What follows belongs to an exercise in optimizing a design on an open flow for small area and a short achievable clock period; a production flow would make more cautious choices. Function was checked by simulation only, so behaviour that the tests miss may differ from the original. The clock port is modelled as an ideal driver; clocking choices that lean on that would not hold on a real chip. Power and IR drop assume default switching activity.

## flow/design.v (module list and top-level ports; edited modules follow where they fit)
// module wordInc: 6 lines
// module wordDec: 6 lines
// module sg_inv: 3 lines
// module sg_nand2: 3 lines
// module sg_nand3: 3 lines
// module sg_nand4: 3 lines
// module sg_nor2: 3 lines
// module sg_nor3: 3 lines
// module sg_and2: 3 lines
// module sg_a22oi: 3 lines
// module sg_a222oi: 3 lines
// module sg_a211o: 3 lines
// module sg_mux2: 3 lines
// module sg_a22o: 3 lines
// module sg_a221o: 3 lines
// module sprReadMux: 1085 lines
// module sprUnitTop: 114 lines
module sprUnitTop (
  input  logic                       CB,
  input  logic                       rstN,
  input  logic                       exeMtspr,
  input  logic                       exeMfspr,
  input  logic [10-1:0]     exeSprf,
  input  logic                       exeBranchAndLink,
  input  logic                       exeBcDecr,
  input  logic [32-1:0]      exeData,
  input  logic                       excSwap01,
  input  logic                       excSwap23,
  input  logic                       excSwapEnable,
  input  logic                       excWbRfci,
  input  logic                       sprHold,
  input  logic [30-1:0] refetchAddr,
  input  logic [32-1:0]      crIn,
  output logic [32-1:0]      readData,
  output logic [32-1:0]      link,
  output logic [32-1:0]      ctr,
  output logic                       ctrEq1,
  output logic                       ctrEq2,
  output logic [16-1:0]     evpr,
  output logic [30-1:0] returnAddr,
  output logic                       exeMtLr,
  output logic                       exeMtCtr
);
  // ...
==> flow/flow/run.sh <==
#!/bin/bash
# Layout flow: the standard flow (standard.sh, unchanged synthesis) with
#  - every combinational cell started at its smallest drive before floorplan
#    (flow/downsize.tcl); the repair steps size up only where timing needs it
#  - buf_1 port buffers instead of the default delay-cell buffers
#  - area recovery by gate sizing after CTS and after global routing
#    (flow/post_cts.tcl, flow/post_grt.tcl, flow/recover_area.tcl): a cell is
#    made smaller only where the worst setup slack stays as it was (and its
#    own pins keep 0.05 ns above it); after
#    global routing the cells of the worst path are also sized for speed,
#    and repair_design restores the slew and capacitance headroom
# Each step's full log is in orfs/logs/; make's own output goes to
# flow_make_cts.log (up to CTS) and flow_make.log (the rest).
set -euo pipefail
here=$(pwd)
export PRE_FLOORPLAN_TCL="$here/flow/downsize.tcl"
export POST_CTS_TCL="$here/flow/post_cts.tcl"
export POST_GLOBAL_ROUTE_TCL="$here/flow/post_grt.tcl"
export BUFFER_PORTS_ARGS="-buffer_cell sky130_fd_sc_hd__buf_1"
SETUP_SLACK_MARGIN=2.0 bash standard.sh cts > "$here/flow_make_cts.log" 2>&1
SETUP_SLACK_MARGIN=1.6 bash standard.sh > "$here/flow_make.log" 2>&1
==> flow/flow/downsize.tcl <==
# Start the layout from the smallest drive of every combinational cell that
# synthesis upsized (an inverter or buffer becomes the smallest inverter or
# buffer); the repair steps size up only where timing needs it.
set n 0
# the smallest area of the family; of equal areas, the strongest drive
proc ds_smallest {fam} {
  set best ""
  set besta 1e9
  foreach s {0 1 2 3 4 6 8 12 16} {
    set lc [get_lib_cells -quiet sky130_fd_sc_hd__${fam}_$s]
    if {[llength $lc] == 0 || [get_property [lindex $lc 0] dont_use]} { continue }
    set a [get_property [lindex $lc 0] area]
    if {$a <= $besta + 1e-6} { set best sky130_fd_sc_hd__${fam}_$s; set besta $a }
    if {$a > $besta + 1e-6} { break }
  }
  return $best
}
foreach inst [get_cells *] {
  set m [get_property $inst ref_name]
  if {![regexp {^sky130_fd_sc_hd__([a-z0-9]+)_([0-9]+)$} $m -> fam size]} { continue }
  if {[regexp {^(df|edf|sdf|dl|sdl|ebuf|conb|tap|fill|decap|clkdly)} $fam]} { continue }
  if {[regexp {^(inv|clkinv|clkinvlp)$} $fam]} { set fam inv }
  if {[regexp {^(buf|clkbuf)$} $fam]} { set fam buf }
  set best [ds_smallest $fam]
  if {$best ne "" && $best ne $m} {
    replace_cell $inst [lindex [get_lib_cells $best] 0]
    incr n
  }
}
puts "downsize.tcl: resized $n cells to their smallest drive"
==> flow/flow/post_cts.tcl <==
# After CTS and its timing repair: recover area by gate sizing
# (flow/recover_area.tcl) with placement parasitics.
source [file join [file dirname [info script]] recover_area.tcl]
set ::ra_reestimate 1
estimate_parasitics -placement
recover_area 0.05
detailed_placement
==> flow/flow/post_grt.tcl <==
# After global routing and its timing repair:
#  1. recover area by gate sizing (flow/recover_area.tcl), placement
#     parasitics re-estimated after each change
#  2. repair_design puts back the slew and capacitance headroom
#  3. size the cells of the worst path for speed, global-route parasitics
#     re-estimated after each change
# then legalize, update the global routes of the changed nets and the guides.
source [file join [file dirname [info script]] recover_area.tcl]
set ::ra_reestimate 1
estimate_parasitics -placement
global_route -start_incremental
recover_area 0.05
estimate_parasitics -global_routing
repair_design -cap_margin 20 -slew_margin 20
detailed_placement
global_route -end_incremental
set ::ra_reestimate 2
estimate_parasitics -global_routing
global_route -start_incremental
improve_wns 30
detailed_placement
global_route -end_incremental
estimate_parasitics -global_routing
puts "post_grt: worst setup slack [worst_slack -max], hold [worst_slack -min], slew violations [sta::max_slew_violation_count], cap violations [sta::max_capacitance_violation_count]"
write_guides $::env(RESULTS_DIR)/route.guide
==> flow/flow/recover_area.tcl <==
# Area recovery by gate sizing: try each combinational cell and buffer at a
# smaller drive, biggest first, and keep the smaller one only when the worst
# setup slack of the design stays where it was, the cell's own pins keep a
# guard band above it, and no slew or capacitance limit is broken.
proc ra_area {} {
  set a 0
  foreach i [[ord::get_db_block] getInsts] {
    set m [$i getMaster]
    if {[$m getType] eq "CORE"} { set a [expr {$a + [$m getWidth] * [$m getHeight] / 1e6}] }
  }
  return $a
}
# cells that can replace master: every drive of its family, and for an
# inverter or a buffer every inverter or buffer; sorted by area
proc ra_equiv {master} {
  if {![regexp {^(sky130_fd_sc_hd__([a-z0-9]+))_([0-9]+)$} $master -> base fam size]} { return {} }
  if {[regexp {^(inv|clkinv|clkinvlp)$} $fam]} {
    set bases {sky130_fd_sc_hd__inv sky130_fd_sc_hd__clkinv sky130_fd_sc_hd__clkinvlp}
  } elseif {[regexp {^(buf|clkbuf)$} $fam]} {
    set bases {sky130_fd_sc_hd__buf sky130_fd_sc_hd__clkbuf}
  } else {
    set bases [list $base]
  }
  set out {}
  foreach b $bases {
    foreach s {0 1 2 3 4 6 8 12 16} {
      set lc [get_lib_cells -quiet ${b}_$s]
      if {[llength $lc] == 0} { continue }
      set lc [lindex $lc 0]
      if {[get_property $lc dont_use]} { continue }
      lappend out [list [get_property $lc area] $lc]
    }
  }
  set res {}
  foreach x [lsort -real -index 0 $out] { lappend res [lindex $x 1] }
  return $res
}
proc ra_area_of {master} {
  return [get_property [lindex [get_lib_cells $master] 0] area]
}
# smaller replacements, smallest first
proc ra_smaller {master} {
  set a [ra_area_of $master]
  set out {}
  foreach lc [ra_equiv $master] {
    if {[get_property $lc area] < $a - 1e-6} { lappend out $lc }
  }
  return $out
}
# instances of the clock network are left alone
proc ra_is_clock {inst} {
  return [regexp {^(clkbuf_|clkload|clone_clk|cts)} [$inst getName]]
}
proc ra_pin_slack_ok {inst guard} {
  foreach p [get_pins -of_objects [get_cells [$inst getName]]] {
    set s [get_property $p slack_max]
    if {[string is double -strict $s] && $s < $guard} { return 0 }
  }
  return 1
}
set ::ra_reestimate 0
# parasitics after each trial change: 0 none, 1 placement estimate,
# 2 global-route estimate (needs global routes for every net)
proc ra_reest {} {
  if {$::ra_reestimate == 1} { estimate_parasitics -placement }
  if {$::ra_reestimate == 2} { estimate_parasitics -global_routing }
}
proc recover_area {guard_band} {
  set ws0 [worst_slack -max]
  set slew0 [sta::max_slew_violation_count]
  set cap0 [sta::max_capacitance_violation_count]
  set a0 [ra_area]
  set cands {}
  foreach inst [[ord::get_db_block] getInsts] {
    set m [$inst getMaster]
    if {[$m getType] ne "CORE"} { continue }
    set n [$m getName]
    if {[regexp {__(df|edf|sdf|dl|sdl|conb|tap|fill|decap|clkdly)} $n]} { continue }
    if {[ra_is_clock $inst]} { continue }
    if {[$inst isDoNotTouch]} { continue }
    lappend cands [list [expr {[$m getWidth] * [$m getHeight]}] $inst]
  }
  set n 0
  foreach c [lsort -integer -decreasing -index 0 $cands] {
    set inst [lindex $c 1]
    set orig [[$inst getMaster] getName]
    foreach lc [ra_smaller $orig] {
      replace_cell [get_cells [$inst getName]] $lc
      ra_reest
      if {[worst_slack -max] >= $ws0 - 1e-4
          && [ra_pin_slack_ok $inst [expr {$ws0 + $guard_band}]]
          && [sta::max_slew_violation_count] <= $slew0
          && [sta::max_capacitance_violation_count] <= $cap0} {
        incr n
        break
      }
      replace_cell [get_cells [$inst getName]] [lindex [get_lib_cells $orig] 0]
    }
  }
  ra_reest
  puts "recover_area: resized $n cells, area [format %.1f $a0] -> [format %.1f [ra_area]], worst slack [format %.3f $ws0] -> [format %.3f [worst_slack -max]]"
}

# Speed up the worst path by gate sizing: for each cell on the worst setup
# path try every drive of its family and keep the one that gives the best
# worst slack; repeat while the worst slack improves.
proc ra_family {master} {
  return [ra_equiv $master]
}
proc improve_wns {passes} {
  set slew0 [sta::max_slew_violation_count]
  set cap0 [sta::max_capacitance_violation_count]
  set ws_start [worst_slack -max]
  set a0 [ra_area]
  for {set k 0} {$k < $passes} {incr k} {
    set ws_pass [worst_slack -max]
    set pe [lindex [find_timing_paths -path_delay max -group_path_count 1] 0]
    set insts {}
    foreach pt [get_property $pe points] {
      set pin [get_property $pt pin]
      if {[get_property $pin is_port]} { continue }
      set name [get_full_name [get_cells -of_objects $pin]]
      if {[lsearch -exact $insts $name] < 0} { lappend insts $name }
    }
    foreach name $insts {
      set cell [get_cells $name]
      set orig [get_property [get_property $cell liberty_cell] name]
      if {[regexp {__(df|edf|sdf|dl|sdl|conb|clkdly)} $orig]} { continue }
      if {[ra_is_clock [[ord::get_db_block] findInst $name]]} { continue }
      set best $orig
      set bestws [worst_slack -max]
      foreach lc [ra_family $orig] {
        set lcn [get_property $lc name]
        if {$lcn eq $orig} { continue }
        replace_cell $cell $lc
        ra_reest
        set ws [worst_slack -max]
        if {$ws > $bestws + 1e-4
            && [sta::max_slew_violation_count] <= $slew0
            && [sta::max_capacitance_violation_count] <= $cap0} {
          set best $lcn
          set bestws $ws
        }
      }
      replace_cell $cell [lindex [get_lib_cells $best] 0]
      ra_reest
    }
    if {[worst_slack -max] <= $ws_pass + 1e-4} { break }
  }
  ra_reest
  puts "improve_wns: worst slack [format %.3f $ws_start] -> [format %.3f [worst_slack -max]], area [format %.1f $a0] -> [format %.1f [ra_area]]"
}
==> flow/standard.sh <==
#!/bin/bash
# synth_recipe.tcl (not shown) runs the flow's synth.tcl, then flattens the netlist and writes it again
# the make line also repeats each setting of config.mk as NAME=value (left out here)
make -C /OpenROAD-flow-scripts/flow DESIGN_CONFIG=/design/flow/config.mk WORK_HOME=/design/flow/orfs CLKGATE_MAP_FILE= SYNTH_SCRIPT=/design/flow/synth_recipe.tcl "${@:-finish}"
==> flow/config.mk <==
export PLATFORM = sky130hd
export DESIGN_NAME = sprUnitTop
export DESIGN_NICKNAME = sprUnitTop
export VERILOG_FILES = /design/flow/design.v
export SDC_FILE = /design/flow/constraint.sdc
export NUM_CORES = 4
export LEC_CHECK = 0
export CAP_MARGIN = 20
export CORE_MARGIN = 2
export CORE_UTILIZATION = 60
export CTS_BUF_LIST = sky130_fd_sc_hd__clkbuf_16
export CTS_CLUSTER_DIAMETER = 80
export CTS_CLUSTER_SIZE = 20
export SLEW_MARGIN = 20
export SYNTH_HIERARCHICAL = 1
==> flow/constraint.sdc <==
create_clock -name core_clock -period 5.5 [get_ports {CB}]
set_input_delay 1.1000 -clock core_clock [delete_from_list [all_inputs] [get_ports {CB}]]
set_output_delay 1.1000 -clock core_clock [all_outputs]
set_load 0.01 [all_outputs]
==> flow_summary.json, run 1 <==
{
  "crit_slowest_cell": "buf_2",
  "comb_power_mw": 0.612,
  "postRouteAntennaNets": 0,
  "sequentialPower_mw": 3.77,
  "ir_drop_v": 0.000221,
  "inverters": 20,
  "buffers": 359,
  "setup_ws_ns": 1.73,
  "dp_hpwl_um": 39000,
  "dieWidth_um": 177,
  "cp_max_fo": 14,
  "status": "finished clean",
  "p_seq_share_pct": 62.0,
  "use_met3_pct": 7.95,
  "internal_power_mw": 4.61,
  "max_slew_margin_pct": 25.8,
  "met2WireLength_um": 29300,
  "hp-class": "flop to flop",
  "whs_ns": 0.803,
  "clkPwrFrac_pct": 28.0,
  "worst_slew_pin_slew_ns": 1.11,
  "cp_num_cells": 11,
  "leakagePower_nw": 7.14,
  "drt_iter0_drc": 2018,
  "cts_tree": "yes",
  "clock-sinks": 396,
  "timing_hold_violations_final": 0,
  "r2r.worst_path.cells": 5,
  "layout-drive-gt1-share_pct": 15.4
}
==> run 2, diff against run 1 <==
--- a/flow/flow/run.sh
+++ b/flow/flow/run.sh
@@ -20,2 +20,2 @@
 SETUP_SLACK_MARGIN=2.0 bash standard.sh cts > "$here/flow_make_cts.log" 2>&1
-SETUP_SLACK_MARGIN=1.6 bash standard.sh > "$here/flow_make.log" 2>&1
+SETUP_SLACK_MARGIN=1.75 bash standard.sh > "$here/flow_make.log" 2>&1
==> flow_summary.json, run 2 <==
{
  "status": "finished clean",
  "grt_max_degree": 46,
  "cp-end-kind": "output port",
  "timing_hold_violations_final": 0,
  "clk_pin_slew_worst_paths_ns": 0.09,
  "dieWidth_um": 177,
  "tns_ns": 0,
  "fp.dieH_um": 177,
  "fin_crit_sh_pct": 68.9,
  "final_cell_mix": "edfxtp_1, buf_1, a22oi_1, nand2_1, a22o_1",
  "largest_register_ffs": 256,
  "powerDensity_mw_per_mm2": 287,
  "arrival_ns": 2.69,
  "clk_latency_ns": 0.55,
  "first_pass_iters": 6,
  "grt_pass1_vias": 13600,
  "hp-class": "flop to flop",
  "rows": 63,
  "antenna_found_initial": 0,
  "multi_input_area_mm2": 0.00625,
  "routed-via-count": 14800,
  "drv_slew": 0,
  "dp_hpwl_um": 39000,
  "ios": 261,
  "leakagePower_nw": 7.19,
  "grt_pass1_wl_um": 88800,
  "cts_tree": "yes",
  "dieArea_mm2": 0.0315,
  "final_common_cell": "edfxtp_1",
  "start_util_pct": 60.8,
  "clock-sinks": 396,
  "postRouteAntennaNets": 0,
  "grt-ovfl-total": 0,
  "seqCellArea_mm2": 0.0119,
  "grtUsageTotal_pct": 39.2,
  "cp_max_fo": 16,
  "drt_iter0_drc": 2158,
  "numPortBuffers": 260,
  "final_cell_area_mm2": 0.0213,
  "ir_drop_v": 0.000222,
  "diodes": 0,
  "vias_per_cell": 7.15,
  "syn_nets": 1466,
  "worst_slew_pin_slew_ns": 1.10,
  "routed_wl_um": 62900,
  "coreArea_mm2": 0.0296,
  "max_slew_margin_pct": 26.8,
  "gp_congestion": 0.893,
  "worstPathRequired_ns": 4.40,
  "reg.largest.list": "sprg x256, ctr x32, link x32",
  "critPathKind": "input port to output port",
  "layout-drive-gt1-share_pct": 15.7,
  "drcViolationCount": 0,
  "placed_area_mm2": 0.0200,
  "yosysWarnings": 7,
  "synth_cells": 1349,
  "layout.nets": 1799,
  "skew_ns": 0.0177,
  "detail_route.wl_per_cell_um": 30.4,
  "setup_viol": 0,
  "regMostFlops": "sprg",
  "timing.final.crit_period_ns": 3.79,
  "start_kind": "input port",
  "max_freq_mhz": 264,
  "max_cap_viol_count": 0,
  "fill_cells": 2118
}
run 2: area by class of cell:
class	instances	share of cell area [%]
clock buffer	23	2.70
timing repair buffer	371	9.00
clock inverter	2	0.182
tap	390	2.29
timing repair inverter	2	0.0353
sequential	396	55.9
multi-input combinational	870	29.4
inverter	18	0.564
run 2: through the flow:
stage / hold WS (ns) / power [mW] / instances / worst slack, ns / utilization (%)
2_1_floorplan: 0.794 / 4.09 / 1349 / 1.42 / -
3_3_place_gp: 0.768 / 4.39 / 1989 / 1.14 / 67.4
3_5_place_dp: 0.776 / 4.41 / 1989 / 1.06 / 67.4
6_report: 0.802 / 6.10 / 2072 / 1.71 / 71.8
run 2: path summary, 6_finish.rpt:
path	startpoint	to	slack [ns]	cells past startpoint
setup / recovery	exeMfspr	readData[25]	1.71	10
hold / removal	ctr[15]	ctr[15]	0.80	2
setup reg to reg	ctr[11]	ctr[30]	2.16	5
hold reg to reg	ctr[15]	ctr[15]	0.80	2
run 2: report_power, final:
part,internal (mW),switching (mW),total [mW]
Sequential,3.62,0.155,3.77
Combinational,0.200,0.417,0.616
Clock,0.795,0.914,1.71
Total,4.61,1.49,6.10
run 2: critical path, cell delays in order:
cell     delay, ns
buf_2         0.14
nand4_1       0.10
buf_2         0.22
nor3_2        0.07
buf_6         0.19
a22oi_1       0.38
nand4_1       0.16
nor2_1        0.13
nand2_1       0.07
buf_2         0.13
run 2: per-layer routing:
| metal | wire length [um] | GRT usage (%) |
|---|---|---|
| met1 | 22200 | 51.7 |
| met2 | 29800 | 62.8 |
| met3 | 7650 | 7.95 |
| met4 | 3290 | 18.9 |
| met5 | 0 | 0 |
==> run 3, diff against run 2 <==
--- a/flow/flow/run.sh
+++ b/flow/flow/run.sh
@@ -19,3 +19,3 @@
 export BUFFER_PORTS_ARGS="-buffer_cell sky130_fd_sc_hd__buf_1"
-SETUP_SLACK_MARGIN=2.0 bash standard.sh cts > "$here/flow_make_cts.log" 2>&1
+SETUP_SLACK_MARGIN=2.2 bash standard.sh cts > "$here/flow_make_cts.log" 2>&1
 SETUP_SLACK_MARGIN=1.75 bash standard.sh > "$here/flow_make.log" 2>&1
==> flow_summary.json, run 3 <==
{
  "tns_ns": 0,
  "cp_cell_sequence": "buf_8 -> inv_4 -> buf_6 -> nand3_2 -> nor3_4 -> buf_6 -> a22oi_1 -> nand3_1 -> nor2_1 -> nand2_1 -> buf_1",
  "hp-class": "flop to flop",
  "worst_slew_pin_slew_ns": 1.24,
  "routed_wl_um": 61600,
  "numPortBuffers": 260,
  "ir_drop_v": 0.000406,
  "drt_iter0_drc": 1930,
  "total_power_mw": 6.08,
  "synth_cells": 1349,
  "grt_max_degree": 46,
  "clk_pin_slew_worst_paths_ns": 0.08,
  "cp_max_fo": 14,
  "max_cap_viol_count": 0,
  "layout-drive-gt1-share_pct": 13.2,
  "arrival_ns": 2.66,
  "coreArea_mm2": 0.0296,
  "ios": 261,
  "hp-start": "ctr[30]",
  "drcViolationCount": 0,
  "grt-ovfl-total": 0,
  "grt_pass1_wl_um": 87800,
  "largest_register_ffs": 256,
  "worstPathRequired_ns": 4.40,
  "dieWidth_um": 177,
  "detail_route.wl_per_cell_um": 29.9,
  "grt_pass1_vias": 13700,
  "routed-via-count": 14700,
  "start_kind": "input port",
  "timing.final.crit_period_ns": 3.76,
  "postRouteAntennaNets": 0,
  "dp_hpwl_um": 38900,
  "status": "finished clean",
  "final_cell_mix": "edfxtp_1, buf_1, a22oi_1, nand2_1, a22o_1",
  "timing.rr.end": "ctr[19]",
  "syn_nets": 1466,
  "r2r.worst_path.cells": 6,
  "critPathMaxStageDelay_ns": 0.30,
  "powerDensity_mw_per_mm2": 287,
  "max_slew_margin_pct": 17.2,
  "antenna_found_initial": 0,
  "cp-end-kind": "output port",
  "final_cell_area_mm2": 0.0212,
  "cts_tree": "yes",
  "placed_area_mm2": 0.0201,
  "final_common_cell": "edfxtp_1",
  "critPathKind": "input port to output port",
  "skew_ns": 0.0197,
  "clk_latency_ns": 0.55,
  "holdPathEnd": "ctr[30]",
  "layout.nets": 1788,
  "fp.dieH_um": 177,
  "max_freq_mhz": 266,
  "r2r_slack_ns": 2.12,
  "hold_path_depth": 2,
  "start_util_pct": 60.8,
  "utilization_pct": 71.4,
  "crit_slowest_cell": "nor3_4",
  "fin_crit_sh_pct": 68.4,
  "rows": 63,
  "path_common_cell": "buf_6",
  "reg.largest.list": "sprg x256, ctr x32, link x32",
  "drv_slew": 0,
  "first_pass_iters": 6,
  "dieArea_mm2": 0.0315,
  "timing.rr.start": "ctr[3]",
  "regMostFlops": "sprg",
  "gp_congestion": 0.918,
  "setup_viol": 0,
  "whs_ns": 0.865,
  "vias_per_cell": 7.12,
  "leakagePower_nw": 7.11,
  "yosysWarnings": 7,
  "clock-sinks": 396,
  "grtUsageTotal_pct": 38.6,
  "timing_hold_violations_final": 0
}
## run 3: worst max-delay path by stage
| stage | start | to | depth (start not counted) |
|---|---|---|---|
| floorplan | exeSprf[2] | readData[10] | 8 |
| global placement | exeSprf[8] | readData[17] | 10 |
| detailed placement | exeSprf[8] | readData[18] | 10 |
| finish | exeSprf[5] | readData[18] | 11 |
## run 3: area by class of cell
| cell class | count | area [um^2] |
|---|---|---|
| diodes | 1 | 2.50 |
| clock buffers | 23 | 576 |
| clock inverters | 1 | 30.0 |
| fillers | 2154 | 8490 |
| inverters | 18 | 113 |
| multi-input cells | 870 | 6200 |
| flip-flops and latches | 396 | 11900 |
| well taps | 390 | 488 |
| repair buffers | 360 | 1840 |
| repair inverters | 2 | 10.0 |
## run 3: worst max-delay path: cells and delay by family
family          cells  cell delay (ns)
buf+inv             5             0.71
compound gates      1             0.11
simple gates        5             0.74
## run 3: routing by layer
| metal | share of wire (%) | track usage, % | up-vias |
|---|---|---|---|
| met1 | 36 | 51.3 | 7207 |
| li1 | - | - | 6129 |
| met5 | 0 | 0 | - |
| met3 | 11 | 6.47 | 175 |
| met2 | 48 | 63.6 | 1159 |
| met4 | 4.1 | 16.4 | 0 |
## run 3: report_power, final
part | total, mW | switching [mW] | internal [mW] | leakage [nW]
clock network | 1.70 | 0.905 | 0.792 | 0.298
logic | 0.635 | 0.436 | 0.199 | 2.97
registers | 3.75 | 0.132 | 3.62 | 3.84
total | 6.08 | 1.47 | 4.61 | 7.11
## run 3: metrics by stage
step                      instances  setup slack [ns]
after detailed placement       1987              1.18
final                          2061              1.74
after floorplan                1349              1.64
after global placement         1987              1.20
==> run 4, diff against run 3 <==
--- a/flow/flow/run.sh
+++ b/flow/flow/run.sh
@@ -20,2 +20,2 @@
 SETUP_SLACK_MARGIN=2.2 bash standard.sh cts > "$here/flow_make_cts.log" 2>&1
-SETUP_SLACK_MARGIN=1.75 bash standard.sh > "$here/flow_make.log" 2>&1
+SETUP_SLACK_MARGIN=1.6 bash standard.sh > "$here/flow_make.log" 2>&1
==> flow_summary.json, run 4 <==
{
  "routed-via-count": 14600,
  "antenna_found_initial": 0,
  "max_cap_viol_count": 0,
  "gp_congestion": 0.918,
  "dp_hpwl_um": 38900,
  "grtUsageTotal_pct": 38.6,
  "drt_iter0_drc": 1878,
  "place_inst": 1987,
  "start_kind": "input port",
  "timing.rr.end": "ctr[19]",
  "leakagePower_nw": 7.11,
  "skew_ns": 0.0136,
  "fp.dieH_um": 177,
  "layout-drive-gt1-share_pct": 13.4,
  "yosysWarnings": 7,
  "hp-start": "ctr[30]",
  "hold_path_depth": 2,
  "placed_area_mm2": 0.0201,
  "rows": 63,
  "detail_route.wl_per_cell_um": 29.7,
  "regMostFlops": "sprg",
  "hp-class": "flop to flop",
  "numPortBuffers": 260,
  "drv_slew": 0,
  "synth_cells": 1349,
  "cts_tree": "yes",
  "reg.largest.list": "sprg x256, ctr x32, link x32",
  "final_cell_area_mm2": 0.0211,
  "status": "finished clean",
  "r2r_slack_ns": 2.20,
  "ios": 261,
  "coreArea_mm2": 0.0296,
  "cp_cell_sequence": "buf_12 -> nand4_1 -> buf_4 -> buf_1 -> nor3_2 -> buf_4 -> a22oi_1 -> nand4_1 -> nor2_1 -> nand2_1 -> buf_2",
  "crit_slowest_cell": "a22oi_1",
  "max_slew_margin_pct": 19.8,
  "routed_wl_um": 61000,
  "clk_latency_ns": 0.54,
  "final_common_cell": "edfxtp_1",
  "setup_viol": 0,
  "first_pass_iters": 6,
  "critPathKind": "input port to output port",
  "grt_pass1_vias": 13700,
  "syn_nets": 1466,
  "grt-ovfl-total": 0,
  "arrival_ns": 2.64,
  "timing_hold_violations_final": 0,
  "worst_slew_pin_slew_ns": 1.20,
  "final_cell_mix": "edfxtp_1, buf_1, a22oi_1, nand2_1, a22o_1",
  "fill_cells": 2139,
  "cp_max_fo": 14,
  "critPathMaxStageDelay_ns": 0.26,
  "grt_pass1_wl_um": 87800,
  "fin_crit_sh_pct": 67.9,
  "whs_ns": 0.864,
  "largest_register_ffs": 256,
  "timing.rr.start": "ctr[3]",
  "max_freq_mhz": 268,
  "vias_per_cell": 7.10,
  "timing.final.crit_period_ns": 3.74,
  "total_power_mw": 6.08,
  "r2r.worst_path.cells": 6,
  "dieArea_mm2": 0.0315,
  "drcViolationCount": 0,
  "holdPathEnd": "ctr[30]",
  "layout.nets": 1784,
  "worstPathRequired_ns": 4.40,
  "finalNonFillerCells": 2057,
  "tns_ns": 0,
  "clock-sinks": 396,
  "dieWidth_um": 177,
  "clk_pin_slew_worst_paths_ns": 0.08,
  "ir_drop_v": 0.000406,
  "postRouteAntennaNets": 0,
  "grt_max_degree": 46,
  "start_util_pct": 60.8,
  "powerDensity_mw_per_mm2": 287,
  "cp-end-kind": "output port"
}
run 4: critical path, delay by kind of cell:
kind | cells | cell delay, ns
and+or+nand+nor | 5 | 0.53
buffers and inverters | 5 | 0.74
AOI/OAI and AO/OA | 1 | 0.26
run 4: area by class of cell:
type	count	area [um^2]	share of cell area (%)
flip-flops and latches	396	11900	56.2
multi-input cells	870	6200	29.4
repair buffers	356	1820	8.62
clock buffers	23	576	2.72
well taps	390	488	2.31
inverters	18	115	0.545
clock inverters	1	30.0	0.142
repair inverters	2	10.0	0.0473
diodes	1	2.50	0.0118
run 4: report_power, final:
| group | switching [mW] | total (mW) | internal (mW) |
|---|---|---|---|
| registers | 0.132 | 3.75 | 3.62 |
| logic | 0.434 | 0.635 | 0.200 |
| clock network | 0.900 | 1.69 | 0.792 |
run 4: worst max-delay path by stage:
stage                          start            to  cells past startpoint
after floorplan           exeSprf[2]  readData[10]                      8
after global placement    exeSprf[8]  readData[17]                     10
after detailed placement  exeSprf[8]  readData[18]                     10
final                     exeSprf[4]   readData[9]                     11
run 4: per-layer routing:
metal  track usage (%)  wire, um  up-vias
li1                  -         -     6123
met4              16.4      2380        0
met5                 0         0        -
met1              51.3     22300     7173
met3              6.47      6970      155
met2              63.6     29400     1145
run 4: metrics by stage:
step	util [%]	setup WS [ns]
floorplan	-	1.64
global placement	67.8	1.20
detailed placement	67.8	1.18
finish	71.3	1.76

what the ideal ports hide:
How much do the figures lean on ideal ports? The routed layouts below were timed once more, with nothing changed but the port constraints. Step 1, drivers: a clkbuf_16 drives CB and a buf_2 each remaining input, both assumed. Step 2 also shifts input and output timing later by t, the mid clock arrival at the registers, as if the neighbouring blocks saw the same clock. Slacks: ideal / step 1 / step 2; pairs: ideal / step 1.
run	shift t [ns]	setup slack, ns	worst setup path after step 2	worst slew at a driven data input, ns	pins driven straight from the clock port
run 1	0.587	1.734 / 1.682 / 1.195	input to register	0.11	1
run 2	0.589	1.709 / 1.656 / 1.315	input to register	0.13	1
run 3	0.591	1.739 / 1.697 / 1.295	input to register	0.09	1
run 4	0.588	1.764 / 1.709 / 1.370	input to register	0.09	1
After both steps every run listed still meets setup and hold. The setup slack of run 1, which loses most, moves by -0.052 ns with the drivers and by -0.539 ns with both steps.
